From an optimization exercise on the open Yosys and OpenROAD flow, aimed at small area, a short achievable clock period and few clock cycles; shortcuts taken in it are not production practice. The RTL was checked by simulation tests, not by an equivalence proof against the original design. Power and IR drop assume default switching activity.

Design ex_stage, start of the top module:
module ex_stage #(
    parameter int XLEN = 32
) (
    input  logic                      clk,
    input  logic                      rst_n_i,
    input  logic [ex_pkg::INST_W-1:0] inst_i,
    input  logic [XLEN-1:0]           inst_addr_i,
    input  logic [XLEN-1:0]           rs1_data_i,
    input  logic [XLEN-1:0]           rs2_data_i,
    output logic                      reg_w_ena_o,
    output logic [4:0]                reg_w_addr_o,
    output logic [XLEN-1:0]           reg_w_data_o,
    output logic                      mem_r_ena_o,
    output logic [XLEN-1:0]           mem_r_addr_o,
    output logic                      mem_w_ena_o,
    output logic [XLEN-1:0]           mem_w_addr_o,
    output logic [XLEN-1:0]           mem_w_data_o,
    output logic                      jump_flag_o,
    output logic [XLEN-1:0]           jump_addr_o,
    output logic                      div_hold_o
);
    logic [31:0] inst;
    logic [31:0] pc;
    logic [31:0] a;
    logic [31:0] b;
    logic [6:0]  opcode;
    logic [2:0]  f3;
    assign inst   = inst_i;
    assign pc     = inst_addr_i;
    assign a      = rs1_data_i;
    assign b      = rs2_data_i;
    assign opcode = inst[6:0];
    assign f3     = inst[14:12];
    logic is_op_imm, is_op, is_load, is_store, is_branch, is_jal, is_jalr, is_lui, is_auipc;
  ...
Size: about 3,800 cells after synthesis, about 110 flip-flops, ~300 I/O pins, ~0.022 mm² of cells after synthesis.
Settings: LEC_CHECK=0, ABC_AREA=1, CAP_MARGIN=20, CORE_MARGIN=2, CORE_UTILIZATION=40, SETUP_SLACK_MARGIN=2.5, SLEW_MARGIN=20; clock period 11.0 ns.
standard.sh (not shown) runs the stock make flow with config.mk's settings and CLKGATE_MAP_FILE= SYNTH_SCRIPT=/design/flow/synth_recipe.tcl, a recipe that flattens the netlist after the stock synthesis.
==> flow/flow/run.sh <==
#!/bin/bash
# The standard layout, with each port buffered by buf_1 instead of the
# default delay-cell buffer. The make run's full output goes to flow_make.log.
set -euo pipefail
export BUFFER_PORTS_ARGS="-buffer_cell sky130_fd_sc_hd__buf_1"
bash standard.sh "BUFFER_PORTS_ARGS=-buffer_cell sky130_fd_sc_hd__buf_1" finish > flow_make.log 2>&1
The first run completed without violations.
Testbench counts at the start, summed over its fixed seeds: cycles 5,373.
Next try:
==> flow/flow/run.sh (replaced) <==
#!/bin/bash
# The standard layout, with each port buffered by buf_2 instead of the
# default delay-cell buffer. The make run's full output goes to flow_make.log.
set -euo pipefail
export BUFFER_PORTS_ARGS="-buffer_cell sky130_fd_sc_hd__buf_2"
bash standard.sh "BUFFER_PORTS_ARGS=-buffer_cell sky130_fd_sc_hd__buf_2" finish > flow_make.log 2>&1
SETUP_SLACK_MARGIN = 2.0   (was 2.5)
Routed wire length drops by 3.5%.
First-iteration DRC count drops by 0.73%.
Final cell count drops by 1.4%.
Design area drops by 3.3%.
Clock-buffer cell count stays the same.
Synthesized area stays the same.
Next try:
==> flow/flow/run.sh (replaced) <==
#!/bin/bash
# The standard layout, with each port buffered by buf_1 instead of the
# default delay-cell buffer. The make run's full output goes to flow_make.log.
set -euo pipefail
export BUFFER_PORTS_ARGS="-buffer_cell sky130_fd_sc_hd__buf_1"
bash standard.sh "BUFFER_PORTS_ARGS=-buffer_cell sky130_fd_sc_hd__buf_1" finish > flow_make.log 2>&1
Maximum frequency climbs by 0.45%. Synthesized cell count stays the same. Clock power drops by 5.4%.
Next try:
==> flow/flow/run.sh (replaced) <==
#!/bin/bash
# The standard layout, with each port buffered by buf_2 instead of the
# default delay-cell buffer. The make run's full output goes to flow_make.log.
set -euo pipefail
export BUFFER_PORTS_ARGS="-buffer_cell sky130_fd_sc_hd__buf_2"
bash standard.sh "BUFFER_PORTS_ARGS=-buffer_cell sky130_fd_sc_hd__buf_2" finish > flow_make.log 2>&1
CORE_UTILIZATION = 45   (was 40)
SETUP_SLACK_MARGIN = 3.0   (was 2.0)
Result: Synthesized area is unchanged. Sequential power hardly moves. Clock skew came out higher by 0.0075 ns. Wire length came out higher by a few percent. Clock power came out higher by a few percent. Worst setup slack gains 0.68 ns.

========
Starting RTL as in the previous note.
==> flow/config.mk <==
export PLATFORM = sky130hd
export DESIGN_NAME = ex_stage
export DESIGN_NICKNAME = ex_stage
export VERILOG_FILES = /design/flow/design.v
export SDC_FILE = /design/flow/constraint.sdc
export NUM_CORES = 4
export LEC_CHECK = 0
export ABC_AREA = 1
export CAP_MARGIN = 20
export CORE_MARGIN = 2
export CORE_UTILIZATION = 40
export SETUP_SLACK_MARGIN = 2.5
export SLEW_MARGIN = 20
export TNS_END_PERCENT = 20
==> flow/constraint.sdc <==
create_clock -name core_clock -period 11.0 [get_ports {clk}]
set_input_delay 2.2000 -clock core_clock [delete_from_list [all_inputs] [get_ports {clk}]]
set_output_delay 2.2000 -clock core_clock [all_outputs]
set_load 0.01 [all_outputs]
==> flow/flow/run.sh <==
#!/bin/bash
# The standard layout, with each port buffered by buf_1 instead of the
# default delay-cell buffer. The make run's full output goes to flow_make.log.
set -euo pipefail
export BUFFER_PORTS_ARGS="-buffer_cell sky130_fd_sc_hd__buf_1"
bash standard.sh "BUFFER_PORTS_ARGS=-buffer_cell sky130_fd_sc_hd__buf_1" finish > flow_make.log 2>&1
The starting point finished with timing, DRC and antenna clean.
Testbench counts at the start, summed over its fixed seeds: cycles 5,373.
Edit:
==> flow/flow/run.sh (replaced) <==
#!/bin/bash
# The standard layout, with each port buffered by buf_2 instead of the
# default delay-cell buffer. The make run's full output goes to flow_make.log.
set -euo pipefail
export BUFFER_PORTS_ARGS="-buffer_cell sky130_fd_sc_hd__buf_2"
bash standard.sh "BUFFER_PORTS_ARGS=-buffer_cell sky130_fd_sc_hd__buf_2" finish > flow_make.log 2>&1
- SETUP_SLACK_MARGIN: 2.5 -> 1.0
- TNS_END_PERCENT: 20 -> default
The new run finished clean.
Final area goes down by 4.2%.
Cell count drops by 1.7%.
Clock skew went up by 0.0045 ns.
Count of clock-buffer cells in the layout stays the same.
Die area does not change.

[static timing again, ports no longer ideal]
The results above use ideal ports. As a check the final layouts listed here were re-extracted and re-timed, cells and wires unchanged.
Step 1, drivers: a clkbuf_16 drives clk and a buf_2 each remaining input, both assumed.
Step 2 also shifts input and output timing later by t, the mid clock arrival at the registers, as if the neighbouring blocks saw the same clock.
Slacks: ideal / step 1 / step 2; pairs: ideal / step 1.
run	t (ns)	slack for setup (ns)	hold WS [ns]	worst setup path at the end	cell pins on the clock port's net
the first run of note 1	0.485	2.430 / 2.372 / 2.372	0.491 / 0.491 / 0.491	input to output	1
the second run of note 1	0.487	1.965 / 1.944 / 1.944	0.499 / 0.499 / 0.499	input to output	1
the third run of note 1	0.482	2.005 / 1.984 / 1.984	0.490 / 0.490 / 0.490	input to output	1
the fourth run of note 1	0.482	2.688 / 2.577 / 2.577	0.490 / 0.490 / 0.490	input to output	1
the first run of note 2	0.485	2.173 / 2.151 / 2.151	0.491 / 0.491 / 0.491	input to output	1
the second run of note 2	0.491	1.297 / 1.275 / 1.275	0.501 / 0.501 / 0.501	input to output	1
After both steps every run listed still meets setup and hold. The setup slack of the fourth run of note 1, which loses most, moves by -0.111 ns with the drivers and by -0.111 ns with both steps.
